Context: an optimization exercise on an open-source flow, tuned for small area, a short achievable clock period and few clock cycles per item. The choices shown serve that exercise and are no tape-out recipe. The RTL was checked by simulation tests, not by an equivalence proof against the original design. No activity file was given, so power comes from the tool's default toggle rates.

## flow/run.sh

```bash
#!/bin/bash
# synth_recipe.tcl (not shown) runs the flow's synth.tcl, then flattens the netlist and writes it again
# the make line also repeats each setting of config.mk as NAME=value (left out here)
make -C /OpenROAD-flow-scripts/flow DESIGN_CONFIG=/design/flow/config.mk WORK_HOME=/design/flow/orfs CLKGATE_MAP_FILE= SYNTH_SCRIPT=/design/flow/synth_recipe.tcl finish
```

## flow/config.mk

```make
export PLATFORM = sky130hd
export DESIGN_NAME = dpCore
export DESIGN_NICKNAME = dpCore
export VERILOG_FILES = /design/flow/design.v
export SDC_FILE = /design/flow/constraint.sdc
export NUM_CORES = 4
export LEC_CHECK = 0
export CAP_MARGIN = 20
export CORE_MARGIN = 2
export CORE_UTILIZATION = 40
export CTS_BUF_LIST = sky130_fd_sc_hd__clkbuf_16 sky130_fd_sc_hd__clkbuf_8
export CTS_CLUSTER_DIAMETER = 80
export CTS_CLUSTER_SIZE = 30
export PLACE_DENSITY = 0.6
export SETUP_SLACK_MARGIN = 3.3
export SLEW_MARGIN = 20
```

## flow/constraint.sdc

```tcl
create_clock -name core_clock -period 6.5 [get_ports {Clk}]
set_input_delay 1.3000 -clock core_clock [delete_from_list [all_inputs] [get_ports {Clk}]]
set_output_delay 1.3000 -clock core_clock [all_outputs]
set_load 0.01 [all_outputs]
```

## flow/design.v

```verilog
`timescale 1ns/1ps
package dpPkg;
    localparam int dataWidth    = 32;
    localparam int regCount     = 16;
    localparam int regAddrWidth = 4;
    typedef logic [regAddrWidth-1:0] regAddrT;
    typedef logic [dataWidth-1:0]    wordT;
    typedef enum logic [3:0] {
        opAnd = 4'd0,
        opEor = 4'd1,
        opSub = 4'd2,
        opRsb = 4'd3,
        opAdd = 4'd4,
        opAdc = 4'd5,
        opSbc = 4'd6,
        opRsc = 4'd7,
        opTst = 4'd8,
        opTeq = 4'd9,
        opCmp = 4'd10,
        opCmn = 4'd11,
        opOrr = 4'd12,
        opMov = 4'd13,
        opBic = 4'd14,
        opMvn = 4'd15
    } aluOpT;
    typedef struct packed {
        logic n;
        logic z;
        logic c;
        logic v;
    } flagsT;
    typedef struct packed {
        logic [5:0] upper;    
        logic       immFlag;
        aluOpT      op;
        logic       setFlags;
        regAddrT    rn;
        regAddrT    rd;
        logic [3:0] rotate;   
        logic [7:0] imm8;
    } instrT;
    typedef struct packed {
        aluOpT   op;
        logic    setFlags;
        logic    writes;
        regAddrT rd;
        wordT    a;
        wordT    b;
    } operandT;
    typedef struct packed {
        regAddrT rd;
        logic    writes;
        wordT    value;
        flagsT   flags;
    } resultT;
endpackage
`timescale 1ns/1ps
module pipeReg #(
    parameter int width = 1
) (
    input  logic    Clk,
    input  logic    reset,
    input  logic    inValid,
    output logic    inReady,
    input  logic [width-1:0] inData,
    output logic    outValid,
    input  logic    outReady,
    output logic [width-1:0] outData
);
    logic    full;
    logic [width-1:0] data;
    assign inReady  = !full || outReady;  
    assign outValid = full;
    assign outData  = data;
    always_ff @(posedge Clk) begin
        if (reset) begin
            full <= 1'b0;
        end else if (inValid && inReady) begin
            full <= 1'b1;
        end else if (outReady) begin
            full <= 1'b0;
        end
    end
    always_ff @(posedge Clk) begin
        if (inValid && inReady) data <= inData;  
    end
endmodule
`timescale 1ns/1ps
module registerFile (
    input  logic           Clk,
    input  logic           reset,
    input  dpPkg::regAddrT rdAddrA,
    input  dpPkg::regAddrT rdAddrB,
    output dpPkg::wordT    rdDataA,
    output dpPkg::wordT    rdDataB,
    input  logic           wrEn,
    input  dpPkg::regAddrT wrAddr,
    input  dpPkg::wordT    wrData
);
    dpPkg::wordT regs [0:dpPkg::regCount-1];
    logic [dpPkg::regCount-1:0] valid;
    logic [dpPkg::regCount-1:0] selA, selB;
    always_comb begin
        for (int i = 0; i < dpPkg::regCount; i++) begin
            selA[i] = (rdAddrA == i) && valid[i];
            selB[i] = (rdAddrB == i) && valid[i];
        end
    end
    always_comb begin
        rdDataA = '0;
        rdDataB = '0;
        for (int i = 0; i < dpPkg::regCount; i++) begin
            rdDataA = rdDataA | (regs[i] & {dpPkg::dataWidth{selA[i]}});
            rdDataB = rdDataB | (regs[i] & {dpPkg::dataWidth{selB[i]}});
        end
    end
    always_ff @(posedge Clk) begin
        if (reset) begin
            valid <= '0;
        end else if (wrEn) begin
            valid[wrAddr] <= 1'b1;
        end
    end
    always_ff @(posedge Clk) begin
        if (wrEn) regs[wrAddr] <= wrData;
    end
endmodule
`timescale 1ns/1ps
module operandFetch (
    input  dpPkg::instrT   instr,
    output dpPkg::regAddrT rdAddrA,
    output dpPkg::regAddrT rdAddrB,
    input  dpPkg::wordT    rdDataA,
    input  dpPkg::wordT    rdDataB,
    input  logic           execValid,
    input  dpPkg::regAddrT execRd,
    input  dpPkg::wordT    execCarry,
    input  dpPkg::wordT    execIf0,
    input  dpPkg::wordT    execIf1,
    output dpPkg::wordT    x,
    output dpPkg::wordT    y,
    output logic [1:0]     cinMode,    
    output logic           arith,
    output logic           selAnd,
    output logic           selXor,
    output logic           selOr,
    output logic           selY,
    output logic           setFlags,
    output logic           writes
);
    dpPkg::aluOpT op;
    logic isCompare;
    logic invA, invB;
    logic hitEA, hitEB;
    dpPkg::wordT bReg;
    assign op        = instr.op;
    assign isCompare = (op[3:2] == 2'b10);
    assign rdAddrA = instr.rn;
    assign rdAddrB = instr.imm8[3:0];
    assign hitEA = execValid && (execRd == rdAddrA);
    assign hitEB = execValid && (execRd == rdAddrB) && !instr.immFlag;
    always_comb begin
        invA = 1'b0;
        invB = 1'b0;
        arith = 1'b1;
        cinMode = 2'b00;
        selAnd = 1'b0;
        selXor = 1'b0;
        selOr  = 1'b0;
        selY   = 1'b0;
        case (op)
            dpPkg::opAnd, dpPkg::opTst: begin arith = 1'b0; selAnd = 1'b1; end
            dpPkg::opEor, dpPkg::opTeq: begin arith = 1'b0; selXor = 1'b1; end
            dpPkg::opSub, dpPkg::opCmp: begin invB = 1'b1; cinMode = 2'b01; end
            dpPkg::opRsb:               begin invA = 1'b1; cinMode = 2'b01; end
            dpPkg::opAdd, dpPkg::opCmn: cinMode = 2'b00;
            dpPkg::opAdc:               cinMode = 2'b10;
            dpPkg::opSbc:               begin invB = 1'b1; cinMode = 2'b10; end
            dpPkg::opRsc:               begin invA = 1'b1; cinMode = 2'b10; end
            dpPkg::opOrr:               begin arith = 1'b0; selOr = 1'b1; end
            dpPkg::opMov:               begin arith = 1'b0; selY = 1'b1; end
            dpPkg::opBic:               begin arith = 1'b0; selAnd = 1'b1; invB = 1'b1; end
            dpPkg::opMvn:               begin arith = 1'b0; selY = 1'b1; invB = 1'b1; end
        endcase
    end
    assign setFlags = instr.setFlags || isCompare;
    assign writes   = !isCompare;
    assign bReg = instr.immFlag ? {{(dpPkg::dataWidth-8){1'b0}}, instr.imm8} : rdDataB;
    dpPkg::wordT xIf0, xIf1, yIf0, yIf1;
    assign xIf0 = (hitEA ? execIf0 : rdDataA) ^ {dpPkg::dataWidth{invA}};
    assign xIf1 = (hitEA ? execIf1 : rdDataA) ^ {dpPkg::dataWidth{invA}};
    assign yIf0 = (hitEB ? execIf0 : bReg)    ^ {dpPkg::dataWidth{invB}};
    assign yIf1 = (hitEB ? execIf1 : bReg)    ^ {dpPkg::dataWidth{invB}};
    for (genvar i = 0; i < dpPkg::dataWidth; i++) begin : pick
        assign x[i] = execCarry[i] ? xIf1[i] : xIf0[i];
        assign y[i] = execCarry[i] ? yIf1[i] : yIf0[i];
    end
endmodule
`timescale 1ns/1ps
module aluCore (
    input  dpPkg::wordT  x,
    input  dpPkg::wordT  y,
    input  logic         cin,
    input  logic         arith,
    input  logic         selAnd,
    input  logic         selXor,
    input  logic         selOr,
    input  logic         selY,
    output dpPkg::wordT  carry,      
    output dpPkg::wordT  resIf0,     
    output dpPkg::wordT  resIf1,     
    output logic         zNoCarry,   
    output logic         c,
    output logic         v
);
    localparam int W = dpPkg::dataWidth;
    dpPkg::wordT p, g, t;
    dpPkg::wordT gl [0:5];
    dpPkg::wordT pl [0:5];
    logic [W:0]  cy;
    dpPkg::wordT logicRes;
    dpPkg::wordT zeroCarry;
    logic        zArith;
    assign p = x ^ y;
    assign g = x & y;
    assign t = x | y;
    assign gl[0] = g;
    assign pl[0] = t;
    for (genvar l = 0; l < 5; l++) begin : level
        for (genvar i = 0; i < W; i++) begin : bitpos
            if (i >= (1 << l)) begin : merge
                assign gl[l+1][i] = gl[l][i] | (pl[l][i] & gl[l][i - (1 << l)]);
                assign pl[l+1][i] = pl[l][i] & pl[l][i - (1 << l)];
            end else begin : pass
                assign gl[l+1][i] = gl[l][i];
                assign pl[l+1][i] = pl[l][i];
            end
        end
    end
    assign cy[0] = cin;
    for (genvar i = 0; i < W; i++) begin : carries
        assign cy[i+1] = gl[5][i] | (pl[5][i] & cin);
    end
    assign carry = cy[W-1:0];
    assign logicRes = (g & {W{selAnd}}) |
                      (p & {W{selXor}}) |
                      (t & {W{selOr}})  |
                      (y & {W{selY}});
    assign resIf0 = arith ? p  : logicRes;
    assign resIf1 = arith ? ~p : logicRes;
    assign zeroCarry = {t[W-2:0], cin};
    assign zArith    = ((p ^ zeroCarry) == '0);
    assign zNoCarry = arith ? zArith : (logicRes == '0);
    assign c = cy[W];
    assign v = cy[W] ^ cy[W-1];  
endmodule
`timescale 1ns/1ps
module executeStage (
    input  dpPkg::wordT  x,
    input  dpPkg::wordT  y,
    input  logic [1:0]   cinMode,
    input  logic         arith,
    input  logic         selAnd,
    input  logic         selXor,
    input  logic         selOr,
    input  logic         selY,
    input  logic         setFlags,
    input  dpPkg::flagsT flagsIn,
    output dpPkg::wordT  carry,
    output dpPkg::wordT  resIf0,
    output dpPkg::wordT  resIf1,
    output dpPkg::wordT  value,
    output dpPkg::flagsT flagsOut
);
    logic cin;
    logic z, c, v;
    assign cin = cinMode[1] ? flagsIn.c : cinMode[0];
    aluCore alu (
        .x, .y, .cin, .arith, .selAnd, .selXor, .selOr, .selY,
        .carry, .resIf0, .resIf1, .zNoCarry(z), .c, .v
    );
    for (genvar i = 0; i < dpPkg::dataWidth; i++) begin : pick
        assign value[i] = carry[i] ? resIf1[i] : resIf0[i];
    end
    always_comb begin
        flagsOut = flagsIn;
        if (setFlags) begin
            flagsOut.n = value[dpPkg::dataWidth-1];
            flagsOut.z = z;
            if (arith) begin
                flagsOut.c = c;
                flagsOut.v = v;
            end
        end
    end
endmodule
`timescale 1ns/1ps
module dpCore (
    input  logic   Clk,
    input  logic   reset,
    input  logic   inValid,
    output logic   inReady,
    input  logic [31:0] inInstr,
    output logic   outValid,
    input  logic   outReady,
    output logic [40:0] outResult
);
    logic dFull, eFull, rFull;
    logic accept, dAdv, eAdv;
    dpPkg::instrT   dInstr;
    dpPkg::wordT    eX, eY;
    logic [1:0]     eCinMode;
    logic           eArith, eAnd, eXor, eOr, eSelY, eSet, eWrites;
    dpPkg::regAddrT eRd;
    dpPkg::regAddrT rRd;
    logic           rWrites;
    dpPkg::wordT    rVal;
    dpPkg::flagsT   rFlags;
    dpPkg::regAddrT rdAddrA, rdAddrB;
    dpPkg::wordT    rdDataA, rdDataB;
    dpPkg::wordT    fX, fY;
    logic [1:0]     fCinMode;
    logic           fArith, fAnd, fXor, fOr, fSelY, fSet, fWrites;
    dpPkg::wordT    exValue, exCarry, exIf0, exIf1;
    dpPkg::flagsT   exFlags;
    assign eAdv     = eFull && (!rFull || outReady);
    assign dAdv     = dFull && (!eFull || !rFull || outReady);
    assign inReady  = !dFull || !eFull || !rFull || outReady;
    assign accept   = inValid && inReady;
    assign outValid = rFull;
    assign outResult = {rRd, rWrites, rVal, rFlags};
    operandFetch fetch (
        .instr(dInstr), .rdAddrA, .rdAddrB, .rdDataA, .rdDataB,
        .execValid(eFull && eWrites), .execRd(eRd), .execCarry(exCarry), .execIf0(exIf0), .execIf1(exIf1),
        .x(fX), .y(fY), .cinMode(fCinMode), .arith(fArith),
        .selAnd(fAnd), .selXor(fXor), .selOr(fOr), .selY(fSelY),
        .setFlags(fSet), .writes(fWrites)
    );
    registerFile regFile (
        .Clk, .reset, .rdAddrA, .rdAddrB, .rdDataA, .rdDataB,
        .wrEn(eAdv && eWrites), .wrAddr(eRd), .wrData(exValue)
    );
    executeStage execute (
        .x(eX), .y(eY), .cinMode(eCinMode), .arith(eArith),
        .selAnd(eAnd), .selXor(eXor), .selOr(eOr), .selY(eSelY),
        .setFlags(eSet), .flagsIn(rFlags), .carry(exCarry), .resIf0(exIf0), .resIf1(exIf1),
        .value(exValue), .flagsOut(exFlags)
    );
    always_ff @(posedge Clk) begin
        if (reset) begin
            dFull   <= 1'b0;
            eFull   <= 1'b0;
            rFull   <= 1'b0;
        end else begin
            dFull <= accept || (dFull && !dAdv);
            eFull <= dAdv || (eFull && !eAdv);
            rFull <= eAdv || (rFull && !outReady);
        end
    end
    always_ff @(posedge Clk) begin
        if (accept) begin
            dInstr.immFlag  <= inInstr[25];
            dInstr.op       <= dpPkg::aluOpT'(inInstr[24:21]);
            dInstr.setFlags <= inInstr[20];
            dInstr.rn       <= inInstr[19:16];
            dInstr.rd       <= inInstr[15:12];
            dInstr.imm8     <= inInstr[7:0];
        end
    end
    assign dInstr.upper  = '0;
    assign dInstr.rotate = '0;
    always_ff @(posedge Clk) begin
        if (dAdv) begin
            eX       <= fX;
            eY       <= fY;
            eCinMode <= fCinMode;
            eArith   <= fArith;
            eAnd     <= fAnd;
            eXor     <= fXor;
            eOr      <= fOr;
            eSelY    <= fSelY;
            eSet     <= fSet;
            eWrites  <= fWrites;
            eRd      <= dInstr.rd;
        end
    end
    always_ff @(posedge Clk) begin
        if (eAdv) begin
            rRd     <= eRd;
            rWrites <= eWrites;
            rVal    <= exValue;
        end
    end
    always_ff @(posedge Clk) begin
        if (reset) begin
            rFlags <= '0;
        end else if (eAdv) begin
            rFlags <= exFlags;
        end
    end
endmodule
```

==> results of run 1 <==
==> area by class of cell <==
type | instances | area [um^2]
clock buffers | 37 | 925.9
flip-flops and latches | 680 | 20100
multi-input cells | 1526 | 11630
clock inverters | 22 | 262.8
fillers | 6905 | 42380
well taps | 1050 | 1314
inverters | 101 | 385.4
repair buffers | 213 | 1877
==> cells in the mapped netlist (all sizes together) (3+ instances only) <==
master  instances  share of area (%)
o31ai           9               0.23
nor3           27               0.44
o21a            3              0.071
inv           100                1.2
ha             69                2.7
and4            3              0.082
o211ai          3              0.086
a21oi          59               0.94
a211oi          4              0.094
or4             6               0.15
nand4          33               0.65
nor2b          13               0.26
a31oi          10               0.20
or3             5               0.11
a221oi        115                3.2
a22o          108                3.0
and3           35               0.69
xor2           42                1.2
buf            18               0.23
a21boi          5               0.13
o21bai          5               0.12
a22oi         301                7.1
dfxtp          32                2.0
a41oi           6               0.16
nor4           45               0.95
mux2i          40                1.3
edfxtp        648                 61
nor3b           4              0.094
nand2         185                2.2
nand3          27               0.42
nand2b         14               0.28
o21ai         101                1.6
a221o          23               0.72
and2            8               0.16
xnor2          92                2.5
clkbuf        162                1.9
nor2          101                1.2
==> cells by family (layout without fill, tap and decap cells) <==
group                    Yosys count  in the layout  share of synthesized area, %
buffers and inverters            281            373                         3.329
flip-flops                       680            680                         63.07
AND/OR/NAND/NOR                  513            514                         7.844
XOR/XNOR                         134            134                         3.683
adder cells (fa/ha/maj)           70             70                         2.772
multiplexers                      42             42                         1.339
AO/OA/AOI/OAI                    765            766                         17.97
==> critical path: stages, from the launching register on <==
cell and delay [ps]:
edfxtp_1 510, nor2b_1 240, and3_2 720, buf_4 500
a22o_1 200, a221oi_1 50, nand4_1 280, mux2i_1 160
xnor2_2 210
==> worst paths after layout <==
path            endpoint        start  slack (ps)  cells after the start
min reg2reg  eCinMode[1]  fCinMode[1]         410                      0
min          eCinMode[1]  fCinMode[1]         410                      0
max reg2reg       eX[27]   dInstr[19]        3310                      8
max               eX[27]   dInstr[19]        3310                      8
==> power breakdown <==
part | internal [mW] | leakage, nW | switching [mW] | total [mW]
sequential | 5.01 | 6.15 | 0.0463 | 5.06
combinational | 0.332 | 5.92 | 0.630 | 0.963
clock | 1.15 | 0.589 | 1.52 | 2.67
==> registers in the layout, summed over array words and instances (netlist names), 2 cells and up <==
register and flops:
eY 32, regFile.valid 16, eRd 4, fCinMode 2, rRd 4, eCinMode 2
rVal 32, dInstr 22, eX 32, regFile.regs 512, rFlags 4
==> metal layers <==
layer	part of all wire [%]	vias up	wire length [um]
li1	-	9925	-
met1	36	11870	42670
met2	44	2058	51580
met3	15	453	17640
met4	5.3	6	6287
met5	0.034	-	40
==> repair_timing <==
item                       4_1_cts  5_1_grt
pin swaps                       11       28
setup buffers                   16       43
gates resized for setup         62      100
setup endpoints to repair      409      302
cloned                           0        3
==> metrics.md, run 1 <==
| Metric | Value |
|---|---|
| RSZ-0062 raised after global routing | `true` |
| Most common library cell in the layout ignoring fill and taps | `edfxtp_1` |
| Status | `no timing/DRC/antenna violations` |
| Setup crit end kind | `flip-flop` |
| # port buffers | `68` |
| Maximum fanout along the worst path | `18` |
| Die area | `81950 um^2` |
| Post-synthesis cell count | `2485` |
| Clock Skews | `33.94 ps` |
| EDFF count, synth | `648` |
| Final Instance Area | `36500 um^2` |
| CTS clk-pin slew, worst paths | `100 ps` |
| Relative slew margins | `27.59%` |
| Warnings from Yosys | `9` |
| #FFs+latches synth | `680` |
| Post-Syn Nets | `2591` |
| Number of H-tree levels | `2` |
| Initial Util | `40.41%` |
| Initial antenna violation count | `6` |
| Share of post-route cells with drive strength above 1 | `14.31%` |
| Pwr/cell area | `238.0 nW/um^2` |
| Non-filler cells, final | `3629` |
| Max rail drop VDD | `0.1574 mV` |
| Initial drt markers | `3952` |
| Max-cap viol count | `0` |
| Vias | `24310` |
| GRT busiest layer | `met2` |
| Largest net degree at the start of global routing | `74` |
| Layout area overhead | `14.51%` |
| I/O pin count | `79` |
| Number of global-route vias before repair | `23350` |
| Dpl hpwl | `65.22 mm` |
| CTS tree | `built` |
| Post-Route Setup TNS | `0 ps` |
| Sequential area share after synthesis | `63.07%` |
| Hold buffer count at cts | `0` |
| Hold WC Path Type | `flip-flop to flip-flop` |
| Inst Count DP | `3508` |
| Wire per inst | `32.58 um` |
| Startpoint types | `flip-flop` |
| Final ANT Viol Nets | `0` |
| Min cycle time layout | `3186 ps` |
| Endpoints failing hold | `0` |
| Pre-CTS setup slack | `2367 ps` |
| Die H | `286.3 um` |
| Routability Congestion | `0.9409` |
| Mapped Area | `31870 um^2` |
| CP required | `6820 ps` |
| Clock insertion delay at the later pin of the skew report | `620 ps` |
| GR Overflow Total | `0` |
| Syn_area_per_cell | `12.82 um^2` |
| Critical Setup Path Class | `flip-flop to flip-flop` |
| Die X | `286.3 um` |
| Distinct cell type count after synthesis | `76` |
| Final Setup Violations | `0` |
| ANT cells | `0` |
| M1 GR Usage | `35.38%` |
| Pins over their slew limit | `0` |
| Root buffer cell | `clkbuf_16` |
| Num Clock Sinks | `680` |
| Core Box Area | `78870 um^2` |
| Routed wire length | `118.2 mm` |
| Hold WS | `411.7 ps` |
| Met3 Usage GRT | `9.563%` |
| # nets final | `2663` |
| CTS Buf Count | `35` |
| Leakage | `12.67 nW` |
| Final core utilization | `46.27%` |
| First-pass detailed-route iteration total | `7` |
| Post-layout total power | `8.686 mW` |
| Commonest cells after routing, fill and taps aside | `648 x edfxtp_1, 301 x a22oi_1, 184 x nand2_1, 127 x buf_4, 115 x a221oi_1` |
| Worst-Margin Slew | `1085 ps` |
| Standard-cell rows | `103` |
| Global-route wire length before repair | `164.3 mm` |
| Final period utilization | `49.01%` |
| Crit path DAT | `3500 ps` |
| Maximum clock frequency | `313.9 MHz` |
| DR vias/cell | `6.699` |
| Async SR Flop Fraction | `0%` |
| Met2 usage | `42.60%` |
| Clock buffer depth | `3` |
| Placed inst area | `34050 um^2` |
| Ys flop type | `edfxtp_1` |
| GR Util All Layers | `27.70%` |
| Final setup margin | `3314 ps` |
| Detailed-route DRC error count | `0` |
Testbench counts, summed over its fixed seeds: cycles 8,024, items 8,000.
==> inputs of run 2 (changes only) <==
--- a/flow/config.mk
+++ b/flow/config.mk
@@ -12,5 +12,5 @@
 export CTS_CLUSTER_DIAMETER = 80
 export CTS_CLUSTER_SIZE = 30
 export PLACE_DENSITY = 0.6
-export SETUP_SLACK_MARGIN = 3.3
+export SETUP_SLACK_MARGIN = 3.4
 export SLEW_MARGIN = 20
==> run 2 against run 1 <==
Against the previous run:
- largest power group unchanged
- clock skew fell by 1.2 ps
- critical path type unchanged
- utilization rose by 0.56 points
- setup slack got worse by 16 ps
- synthesized area did not move
- hold slack improved by 3.0 ps
- final area rose by 1.2%
- sequential power barely moved
==> metrics.md, run 2 <==
| Metric | Value |
|---|---|
| Routability Congestion | `0.9228` |
| GR Overflow Total | `0` |
| Top-area cell type share of the netlist area | `61.06%` |
| DR vias/cell | `6.720` |
| Most instantiated cells after synthesis | `648 x edfxtp_1, 301 x a22oi_1, 185 x nand2_1` |
| Final core utilization | `46.83%` |
| Share of post-route cells with drive strength above 1 | `15.32%` |
| Post-synthesis cell count | `2485` |
| GR Util All Layers | `28.67%` |
| Commonest cells after routing, fill and taps aside | `648 x edfxtp_1, 301 x a22oi_1, 183 x nand2_1, 115 x a221oi_1, 110 x buf_4` |
| CP required | `6850 ps` |
| Routed wire length | `120.8 mm` |
| Final period utilization | `49.25%` |
| Number of global-route vias before repair | `23530` |
| Leading area contributor after synthesis | `edfxtp_1` |
| Maximum clock frequency | `312.4 MHz` |
| EDFF count, synth | `648` |
| Warnings from Yosys | `9` |
| Die X | `286.3 um` |
| Vias | `24380` |
| CTS Buf Count | `35` |
| Max rail drop VDD | `0.1441 mV` |
| Initial Util | `40.41%` |
| Non-filler cells, final | `3628` |
| Critical Setup Path Class | `flip-flop to flip-flop` |
| CTS clk-pin slew, worst paths | `110 ps` |
| Most common library cell in the layout ignoring fill and taps | `edfxtp_1` |
| Endpoints failing hold | `0` |
| Status | `no timing/DRC/antenna violations` |
| Hold WC Path Type | `flip-flop to flip-flop` |
| Reg2reg path depth | `11` |
| Sequential area share after synthesis | `63.07%` |
| Detailed-route DRC error count | `0` |
| I/O pin count | `79` |
| Syn_area_per_cell | `12.82 um^2` |
| Standard-cell rows | `103` |
| CTS tree | `built` |
| Pins over their slew limit | `0` |
| Count leader, synth | `edfxtp_1` |
| Post-Route Setup TNS | `0 ps` |
| Die area | `81950 um^2` |
| Hold path start | `fXor` |
| Leakage | `12.75 nW` |
| Global-route wire length before repair | `169.5 mm` |
| Post-Syn Nets | `2591` |
| Largest net degree at the start of global routing | `74` |
| Ys flop type | `edfxtp_1` |
| Number of H-tree levels | `2` |
| First-pass detailed-route iteration total | `7` |
| Core Box Area | `78870 um^2` |
| Largest register FFs | `512` |
| Initial antenna violation count | `4` |
| #FFs+latches synth | `680` |
| Wire per inst | `33.29 um` |
| Crit path DAT | `3550 ps` |
| Hold depth | `0` |
| Placed inst area | `34080 um^2` |
| # port buffers | `68` |
| Async SR Flop Fraction | `0%` |
| Dpl hpwl | `63.24 mm` |
| RSZ-0062 raised after global routing | `true` |
| # nets final | `2667` |
| Maximum fanout along the worst path | `32` |
| Setup crit end kind | `flip-flop` |
| Worst-Margin Slew | `1092 ps` |
| Final Instance Area | `36940 um^2` |
| Die H | `286.3 um` |
| Layout area overhead | `15.90%` |
| Worst Setup SP | `dInstr[1]` |
| Initial drt markers | `4199` |
| Final Setup Violations | `0` |
| Max-cap viol count | `0` |
| Inst Count DP | `3502` |
| Clock insertion delay at the later pin of the skew report | `620 ps` |
| Distinct cell type count after synthesis | `76` |
| Relative slew margins | `26.54%` |
| Largest Register | `regFile.regs` |
| Root buffer cell | `clkbuf_16` |
| Post-layout total power | `8.932 mW` |
| Clock Skews | `32.75 ps` |
| Num Clock Sinks | `680` |
| Reg2reg start | `dInstr[1]` |
| Mapped Area | `31870 um^2` |
| Final ANT Viol Nets | `0` |
| Pwr/cell area | `241.8 nW/um^2` |
| Clock buffer depth | `3` |
| Startpoint types | `flip-flop` |
| Largest cells by area after synthesis | `edfxtp_1 61%, a22oi_1 7.1%, a221oi_1 3.2%, a22o_1 2.9%, ha_1 2.7%` |
| ANT cells | `0` |
| Min cycle time layout | `3201 ps` |
-- run 2: where the power goes --
group | internal (mW) | leakage, nW | switching [mW]
Sequential | 5.01 | 6.15 | 0.0476
Clock | 1.24 | 0.608 | 1.56
Combinational | 0.395 | 5.99 | 0.675
Total | 6.65 | 12.8 | 2.28
-- run 2: layout make-up --
| cell class | instances | area, um^2 |
|---|---|---|
| fillers | 6862 | 41930 |
| flip-flops and latches | 680 | 20100 |
| multi-input cells | 1526 | 11840 |
| clock buffers | 37 | 925.9 |
| well taps | 1050 | 1314 |
| repair buffers | 217 | 2001 |
| clock inverters | 17 | 356.6 |
| inverters | 101 | 404.1 |
-- run 2: final timing paths --
check             endpoint  slack, ps
setup / recovery    eY[29]       3300
hold / removal        eXor        410
setup reg to reg    eY[29]       3300
hold reg to reg       eXor        410
-- run 2: kinds of logic (layout without fill, tap and decap cells) --
logic type	after synthesis	in the layout	synth area share, %
AOI/OAI and AO/OA	765	766	17.97
xor gates and xnor gates	134	134	3.683
adders and majority gates	70	70	2.772
buffers and inverters	281	372	3.329
DFF	680	680	63.07
muxes	42	42	1.339
and+or+nand+nor	513	514	7.844
-- run 2: timing repair --
action,in CTS,in global routing
endpoints found under the setup margin,585,257
buffers inserted,47,18
gates resized for setup,105,113
hold endpoints to repair,0,0
hold buffers,0,0
pin swaps,30,34
gates cloned,6,1
-- run 2: per-stage QoR --
step | setup slack [ps] | hold WS, ps
6_report | 3299 | 414.7
5_1_grt | 3240 | 428.5
4_1_cts | 3251 | 416.8
3_5_place_dp | 2030 | 390.4
3_3_place_gp | 2054 | 388.7
2_1_floorplan | 3202 | 385.5
-- run 2: critical path, stage by stage (launching register included) --
cell and delay [ps]:
edfxtp_1 460, inv_1 110, nor2_1 280, and3_2 230, buf_4 580, a22oi_1 220
nand2_1 100, nor4_1 50, buf_4 170, o31ai_1 460, a31oi_4 50, xnor2_1 170
-- run 2: per-layer routing --
metal,part of all wire [%],track usage [%]
met1,37,38.29
met2,43,43.50
met3,14,8.855
met4,4.8,11.73
met5,0.033,0
==> inputs of run 3 (changes only) <==
--- a/flow/design.v
+++ b/flow/design.v
@@ -88,9 +88,11 @@
 `timescale 1ns/1ps
 module registerFile (
     input  logic           Clk,
-    input  logic           reset,
-    input  dpPkg::regAddrT rdAddrA,
-    input  dpPkg::regAddrT rdAddrB,
+    input  logic           clear,
+    input  logic [3:0]     selALo,
+    input  logic [3:0]     selAHi,
+    input  logic [3:0]     selBLo,
+    input  logic [3:0]     selBHi,
     output dpPkg::wordT    rdDataA,
     output dpPkg::wordT    rdDataB,
     input  logic           wrEn,
@@ -98,12 +100,12 @@
     input  dpPkg::wordT    wrData
 );
     dpPkg::wordT regs [0:dpPkg::regCount-1];
-    logic [dpPkg::regCount-1:0] valid;
-    logic [dpPkg::regCount-1:0] selA, selB;
+    logic [dpPkg::regCount-1:0] selA, selB, load;
+    dpPkg::wordT wd;
     always_comb begin
         for (int i = 0; i < dpPkg::regCount; i++) begin
-            selA[i] = (rdAddrA == i) && valid[i];
-            selB[i] = (rdAddrB == i) && valid[i];
+            selA[i] = selALo[i % 4] && selAHi[i / 4];
+            selB[i] = selBLo[i % 4] && selBHi[i / 4];
         end
     end
     always_comb begin
@@ -114,24 +116,28 @@
             rdDataB = rdDataB | (regs[i] & {dpPkg::dataWidth{selB[i]}});
         end
     end
-    always_ff @(posedge Clk) begin
-        if (reset) begin
-            valid <= '0;
-        end else if (wrEn) begin
-            valid[wrAddr] <= 1'b1;
+    assign wd = clear ? '0 : wrData;
+    always_comb begin
+        for (int i = 0; i < dpPkg::regCount; i++) begin
+            load[i] = clear || (wrEn && wrAddr == i);
         end
     end
-    always_ff @(posedge Clk) begin
-        if (wrEn) regs[wrAddr] <= wrData;
+    for (genvar i = 0; i < dpPkg::regCount; i++) begin : word
+        always_ff @(posedge Clk) begin
+            if (load[i]) regs[i] <= wd;
+        end
     end
 endmodule
 `timescale 1ns/1ps
 module operandFetch (
-    input  dpPkg::instrT   instr,
-    output dpPkg::regAddrT rdAddrA,
-    output dpPkg::regAddrT rdAddrB,
+    input  dpPkg::aluOpT   op,
+    input  logic           setFlagsIn,
+    input  logic           immFlag,
+    input  dpPkg::regAddrT rn,
+    input  dpPkg::regAddrT rm,
+    input  logic [7:0]     immMasked,   
     input  dpPkg::wordT    rdDataA,
-    input  dpPkg::wordT    rdDataB,
+    input  dpPkg::wordT    rdDataB,     
     input  logic           execValid,
     input  dpPkg::regAddrT execRd,
     input  dpPkg::wordT    execCarry,
@@ -148,17 +154,13 @@
     output logic           setFlags,
     output logic           writes
 );
-    dpPkg::aluOpT op;
     logic isCompare;
     logic invA, invB;
     logic hitEA, hitEB;
     dpPkg::wordT bReg;
-    assign op        = instr.op;
     assign isCompare = (op[3:2] == 2'b10);
-    assign rdAddrA = instr.rn;
-    assign rdAddrB = instr.imm8[3:0];
-    assign hitEA = execValid && (execRd == rdAddrA);
-    assign hitEB = execValid && (execRd == rdAddrB) && !instr.immFlag;
+    assign hitEA = execValid && (execRd == rn);
+    assign hitEB = execValid && (execRd == rm) && !immFlag;
     always_comb begin
         invA = 1'b0;
         invB = 1'b0;
@@ -183,9 +185,9 @@
             dpPkg::opMvn:               begin arith = 1'b0; selY = 1'b1; invB = 1'b1; end
         endcase
     end
-    assign setFlags = instr.setFlags || isCompare;
+    assign setFlags = setFlagsIn || isCompare;
     assign writes   = !isCompare;
-    assign bReg = instr.immFlag ? {{(dpPkg::dataWidth-8){1'b0}}, instr.imm8} : rdDataB;
+    assign bReg = rdDataB | {{(dpPkg::dataWidth-8){1'b0}}, immMasked};
     dpPkg::wordT xIf0, xIf1, yIf0, yIf1;
     assign xIf0 = (hitEA ? execIf0 : rdDataA) ^ {dpPkg::dataWidth{invA}};
     assign xIf1 = (hitEA ? execIf1 : rdDataA) ^ {dpPkg::dataWidth{invA}};
@@ -225,7 +227,7 @@
     assign g = x & y;
     assign t = x | y;
     assign gl[0] = g;
-    assign pl[0] = t;
+    assign pl[0] = p;
     for (genvar l = 0; l < 5; l++) begin : level
         for (genvar i = 0; i < W; i++) begin : bitpos
             if (i >= (1 << l)) begin : merge
@@ -305,9 +307,16 @@
     input  logic   outReady,
     output logic [40:0] outResult
 );
-    logic dFull, eFull, rFull;
-    logic accept, dAdv, eAdv;
-    dpPkg::instrT   dInstr;
+    logic sFull, dFull, eFull, rFull;
+    logic accept, dLoad, dAdv, eAdv;
+    logic resetQ;
+    logic [21:0] sInstr;
+    logic [31:0] nextInstr;
+    dpPkg::aluOpT   dOp;
+    logic           dSet, dImm;
+    dpPkg::regAddrT dRn, dRm, dRd;
+    logic [7:0]     dImm8;
+    logic [3:0]     dSelALo, dSelAHi, dSelBLo, dSelBHi;
     dpPkg::wordT    eX, eY;
     logic [1:0]     eCinMode;
     logic           eArith, eAnd, eXor, eOr, eSelY, eSet, eWrites;
@@ -316,7 +325,6 @@
     logic           rWrites;
     dpPkg::wordT    rVal;
     dpPkg::flagsT   rFlags;
-    dpPkg::regAddrT rdAddrA, rdAddrB;
     dpPkg::wordT    rdDataA, rdDataB;
     dpPkg::wordT    fX, fY;
     logic [1:0]     fCinMode;
@@ -325,20 +333,23 @@
     dpPkg::flagsT   exFlags;
     assign eAdv     = eFull && (!rFull || outReady);
     assign dAdv     = dFull && (!eFull || !rFull || outReady);
-    assign inReady  = !dFull || !eFull || !rFull || outReady;
+    assign dLoad    = !dFull || dAdv;
+    assign inReady  = !sFull;
     assign accept   = inValid && inReady;
     assign outValid = rFull;
     assign outResult = {rRd, rWrites, rVal, rFlags};
     operandFetch fetch (
-        .instr(dInstr), .rdAddrA, .rdAddrB, .rdDataA, .rdDataB,
+        .op(dOp), .setFlagsIn(dSet), .immFlag(dImm), .rn(dRn), .rm(dRm),
+        .immMasked(dImm8), .rdDataA, .rdDataB,
         .execValid(eFull && eWrites), .execRd(eRd), .execCarry(exCarry), .execIf0(exIf0), .execIf1(exIf1),
         .x(fX), .y(fY), .cinMode(fCinMode), .arith(fArith),
         .selAnd(fAnd), .selXor(fXor), .selOr(fOr), .selY(fSelY),
         .setFlags(fSet), .writes(fWrites)
     );
     registerFile regFile (
-        .Clk, .reset, .rdAddrA, .rdAddrB, .rdDataA, .rdDataB,
-        .wrEn(eAdv && eWrites), .wrAddr(eRd), .wrData(exValue)
+        .Clk, .clear(resetQ), .selALo(dSelALo), .selAHi(dSelAHi), .selBLo(dSelBLo),
+        .selBHi(dSelBHi), .rdDataA, .rdDataB,
+        .wrEn(eFull && eWrites), .wrAddr(eRd), .wrData(exValue)
     );
     executeStage execute (
         .x(eX), .y(eY), .cinMode(eCinMode), .arith(eArith),
@@ -346,29 +357,43 @@
         .setFlags(eSet), .flagsIn(rFlags), .carry(exCarry), .resIf0(exIf0), .resIf1(exIf1),
         .value(exValue), .flagsOut(exFlags)
     );
+    always_ff @(posedge Clk) resetQ <= reset;
     always_ff @(posedge Clk) begin
         if (reset) begin
+            sFull   <= 1'b0;
             dFull   <= 1'b0;
             eFull   <= 1'b0;
             rFull   <= 1'b0;
         end else begin
-            dFull <= accept || (dFull && !dAdv);
+            sFull <= sFull ? !dLoad : (accept && !dLoad);
+            dFull <= (sFull || accept) || (dFull && !dAdv);
             eFull <= dAdv || (eFull && !eAdv);
             rFull <= eAdv || (rFull && !outReady);
         end
     end
     always_ff @(posedge Clk) begin
-        if (accept) begin
-            dInstr.immFlag  <= inInstr[25];
-            dInstr.op       <= dpPkg::aluOpT'(inInstr[24:21]);
-            dInstr.setFlags <= inInstr[20];
-            dInstr.rn       <= inInstr[19:16];
-            dInstr.rd       <= inInstr[15:12];
-            dInstr.imm8     <= inInstr[7:0];
+        if (accept && !sFull) sInstr <= {inInstr[25:12], inInstr[7:0]};
+    end
+    assign nextInstr = sFull ? {6'd0, sInstr[21:8], 4'd0, sInstr[7:0]} : inInstr;
+    dpPkg::instrT instr;
+    assign instr = nextInstr;
+    always_ff @(posedge Clk) begin
+        if (dLoad) begin
+            dImm    <= instr.immFlag;
+            dOp     <= instr.op;
+            dSet    <= instr.setFlags;
+            dRn     <= instr.rn;
+            dRm     <= instr.imm8[3:0];
+            dRd     <= instr.rd;
+            dImm8   <= instr.immFlag ? instr.imm8 : 8'd0;
+            for (int i = 0; i < 4; i++) begin
+                dSelALo[i] <= (instr.rn[1:0] == i);
+                dSelAHi[i] <= (instr.rn[3:2] == i);
+                dSelBLo[i] <= (instr.imm8[1:0] == i) && !instr.immFlag;
+                dSelBHi[i] <= (instr.imm8[3:2] == i);
+            end
         end
     end
-    assign dInstr.upper  = '0;
-    assign dInstr.rotate = '0;
     always_ff @(posedge Clk) begin
         if (dAdv) begin
             eX       <= fX;
@@ -381,7 +406,7 @@
             eSelY    <= fSelY;
             eSet     <= fSet;
             eWrites  <= fWrites;
-            eRd      <= dInstr.rd;
+            eRd      <= dRd;
         end
     end
     always_ff @(posedge Clk) begin
--- a/flow/config.mk
+++ b/flow/config.mk
@@ -8,9 +8,6 @@
 export CAP_MARGIN = 20
 export CORE_MARGIN = 2
 export CORE_UTILIZATION = 40
-export CTS_BUF_LIST = sky130_fd_sc_hd__clkbuf_16 sky130_fd_sc_hd__clkbuf_8
-export CTS_CLUSTER_DIAMETER = 80
-export CTS_CLUSTER_SIZE = 30
 export PLACE_DENSITY = 0.6
 export SETUP_SLACK_MARGIN = 3.4
 export SLEW_MARGIN = 20
==> run 3 against run 2 <==
Against the previous run:
- synthesized cell count is 0.68% lower
- wire length is 3.6% higher
- critical endpoint is now regFile.regs[1][31]
- highest routed layer unchanged
- sequential share of layout area is 0.67 points lower
- critical path type unchanged
==> metrics.md, run 3 <==
| Metric | Value |
|---|---|
| Status | `no timing/DRC/antenna violations` |
| Maximum fanout along the worst path | `8` |
| GR Util All Layers | `28.41%` |
| Hold path start | `fXor` |
| Number of H-tree levels | `3` |
| Initial Util | `40.17%` |
| Pwr/cell area | `303.3 nW/um^2` |
| Worst-Margin Slew | `1242 ps` |
| Startpoint types | `flip-flop` |
| Wire per inst | `33.96 um` |
| #FFs+latches synth | `708` |
| Syn_area_per_cell | `13.30 um^2` |
| Count leader, synth | `edfxtp_1` |
| Distinct cell type count after synthesis | `71` |
| CTS Buf Count | `70` |
| Min cycle time layout | `3327 ps` |
| Layout area overhead | `19.50%` |
| Net Sw Frac | `27.57%` |
| Leakage | `13.60 nW` |
| Reg2reg path depth | `14` |
| Hold WC Path Type | `flip-flop to flip-flop` |
| Largest cells by area after synthesis | `edfxtp_1 63%, a22oi_1 5.6%, a221oi_1 3.6%, a22o_1 3.3%, ha_1 2.4%` |
| First-pass detailed-route iteration total | `8` |
| Standard-cell rows | `105` |
| Num Clock Sinks | `708` |
| Global-route wire length before repair | `173.4 mm` |
| Warnings from Yosys | `8` |
| Largest register FFs | `512` |
| Initial antenna violation count | `4` |
| Gate power share | `16.4%` |
| Maximum clock frequency | `300.6 MHz` |
| Mapped Area | `32830 um^2` |
| Final ANT Viol Nets | `0` |
| Number of global-route vias before repair | `24190` |
| Sequential power share | `49.5%` |
| Crit path DAT | `3710 ps` |
| Clock Power Share | `34.1%` |
| Reg2reg start | `eX[7]` |
| Top-area cell type share of the netlist area | `63.12%` |
| ANT cells | `0` |
| Die H | `290.5 um` |
| # nets final | `2664` |
| Sw power | `3.280 mW` |
| Max-cap viol count | `0` |
| GR Overflow Total | `0` |
| Root buffer cell | `clkbuf_16` |
| # port buffers | `68` |
| Endpoints failing hold | `0` |
| Most common library cell in the layout ignoring fill and taps | `edfxtp_1` |
| EDFF count, synth | `690` |
| Leading area contributor after synthesis | `edfxtp_1` |
| Post-layout total power | `11.90 mW` |
| Setup crit end kind | `flip-flop` |
| Final Setup Violations | `0` |
| Share of post-route cells with drive strength above 1 | `18.32%` |
| Commonest cells after routing, fill and taps aside | `690 x edfxtp_1, 244 x a22oi_1, 134 x a221oi_1, 122 x a22o_1, 110 x buf_4` |
| Cell internal pwr | `8.618 mW` |
| Post-Route Setup TNS | `0 ps` |
| Detailed-route DRC error count | `0` |
| CTS clk-pin slew, worst paths | `60 ps` |
| Clock Skews | `31.31 ps` |
| Dpl hpwl | `66.51 mm` |
| Async SR Flop Fraction | `0%` |
| DR vias/cell | `6.814` |
| Post-Syn Nets | `2569` |
| Post-synthesis cell count | `2468` |
| Area occupied by registers | `21090 um^2` |
| CTS tree | `built` |
| Hold depth | `0` |
| Most instantiated cells after synthesis | `690 x edfxtp_1, 244 x a22oi_1, 170 x clkbuf_1` |
| Reg2reg setup slack | `3170 ps` |
| Vias | `25110` |
| Pins over their slew limit | `0` |
| Routed wire length | `125.1 mm` |
| Ys flop type | `edfxtp_1` |
| Clock buffer depth | `3` |
| Initial drt markers | `4448` |
| Largest Register | `regFile.regs` |
| Clock insertion delay at the later pin of the skew report | `640 ps` |
| RSZ-0062 raised after global routing | `true` |
| Crit Reg-Reg Endpoint | `regFile.regs[1][31]` |
| Core Box Area | `81720 um^2` |
| Die X | `290.5 um` |
| Sequential area share after synthesis | `64.22%` |
| WHS Endpoint | `eXor` |
| I/O pin count | `79` |
| Die area | `84370 um^2` |
| Multi-input logic area | `12130 um^2` |
| Filler cell count | `7032` |
| CP required | `6880 ps` |
| Final period utilization | `51.18%` |
| Largest net degree at the start of global routing | `60` |
| Critical Setup Path Class | `flip-flop to flip-flop` |
| Max rail drop VDD | `0.1722 mV` |
| Routability Congestion | `0.9280` |
| Relative slew margins | `16.31%` |
[run 3: area by class of cell]
| type | count | share of cell area [%] |
|---|---|---|
| tap | 1070 | 3.413 |
| timing repair buffer | 213 | 5.167 |
| multi-input combinational | 1463 | 30.92 |
| sequential | 708 | 53.75 |
| clock buffer | 79 | 4.686 |
| clock inverter | 45 | 1.030 |
| inverter | 107 | 1.030 |
[run 3: worst max-delay path, stage by stage, from the launching register on]
cell,delay (ps)
edfxtp_1,500
inv_2,110
ha_4,230
buf_4,150
a211o_1,250
o21ai_1,210
o21ai_2,140
nand4_1,130
buf_6,160
a211oi_2,90
or3_4,380
o311ai_4,260
buf_12,180
nor2_4,70
buf_12,210
[run 3: how the worst max path moves through the flow]
| stage | startpoint | to | slack [ps] | cells after the start |
|---|---|---|---|---|
| after global routing | eX[7] | regFile.regs[13][31] | 3120 | 14 |
| after global placement | eY[7] | regFile.regs[6][26] | 2590 | 10 |
| final | eX[7] | regFile.regs[1][31] | 3170 | 14 |
| after floorplan | eFull | regFile.regs[4][0] | 1880 | 3 |
| after detailed placement | eX[0] | regFile.regs[6][31] | 2530 | 10 |
| after CTS | eX[19] | regFile.regs[7][31] | 3330 | 12 |
[run 3: cells by family (layout without fill, tap and decap cells)]
| logic type | Yosys count | in the layout | synth area share (%) |
|---|---|---|---|
| AOI/OAI and AO/OA | 785 | 785 | 18.22 |
| xor gates and xnor gates | 123 | 123 | 3.282 |
| adders and majority gates | 65 | 65 | 2.500 |
| buffers and inverters | 304 | 444 | 3.545 |
| DFF | 708 | 708 | 64.22 |
| muxes | 42 | 42 | 1.311 |
| and+or+nand+nor | 441 | 448 | 6.926 |
[run 3: power groups by stage]
stage / clock, mW / sequential [mW] / combinational [mW]
2_1_floorplan: 0 / 5.86 / 0.877
3_3_place_gp: 0 / 5.95 / 1.42
3_5_place_dp: 0 / 5.96 / 1.44
4_1_cts: 4.09 / 5.86 / 1.69
5_1_grt: 4.27 / 5.91 / 2.03
6_report: 4.06 / 5.88 / 1.96
[run 3: repair_timing]
item,4_1_cts,5_1_grt
setup buffers,44,31
hold endpoints to repair,0,0
hold buffers,0,0
endpoints found under the setup margin,510,511
resized for setup,180,127
gates cloned,5,5
pin swaps,48,56
[run 3: metal layers]
layer	track usage, %	part of all wire [%]	up-vias	wire, um
met5	0	0.010	-	13
met4	17.07	7.4	2	9207
met3	7.823	13	620	16620
met2	44.05	44	2232	55260
met1	35.59	35	12170	44030
li1	-	-	10080	-
[run 3: metrics by stage]
step / hold slack (ps) / cell area, um^2 / setup slack, ps / util (%) / cells
2_1_floorplan: 385.5 / 32850 / 1877 / - / 2468
3_3_place_gp: 388.3 / 34800 / 2592 / 42.58 / 3476
3_5_place_dp: 388.7 / 34800 / 2533 / 42.58 / 3476
4_1_cts: 403.4 / 38290 / 3328 / 46.86 / 3649
5_1_grt: 407.1 / 39230 / 3118 / 48.00 / 3685
6_report: 399.8 / 39230 / 3173 / 48.00 / 3685
Testbench counts of run 3, summed over its fixed seeds: cycles 8,024, items 8,000.

## separate check: timing with driven ports
The results above use ideal ports. As a check the final layouts listed here were re-extracted and re-timed, cells and wires unchanged. Step 1 (the two cells are an assumption about what drives the block):
set clk [get_ports {Clk}]
set_driving_cell -lib_cell sky130_fd_sc_hd__clkbuf_16 $clk
set_driving_cell -lib_cell sky130_fd_sc_hd__buf_2 [delete_from_list [all_inputs] $clk]
Step 2 also shifts input and output timing later by t, the mid clock arrival at the registers, as if the neighbouring blocks saw the same clock. Three values: no drivers, after step 1, after step 2; two values: the first two.
run	t, ns	setup slack, ns	worst hold slack (ns)
run 1	0.665	3.314 / 3.314 / 2.715	0.412 / 0.412 / 0.412
run 2	0.667	3.299 / 3.299 / 3.018	0.415 / 0.415 / 0.415
run 3	0.690	3.173 / 3.173 / 2.968	0.400 / 0.400 / 0.400
After both steps setup and hold are still met in every run listed. For run 1, which loses most, drivers alone change the setup slack by 0.000 ns; drivers and shift together by -0.599 ns.
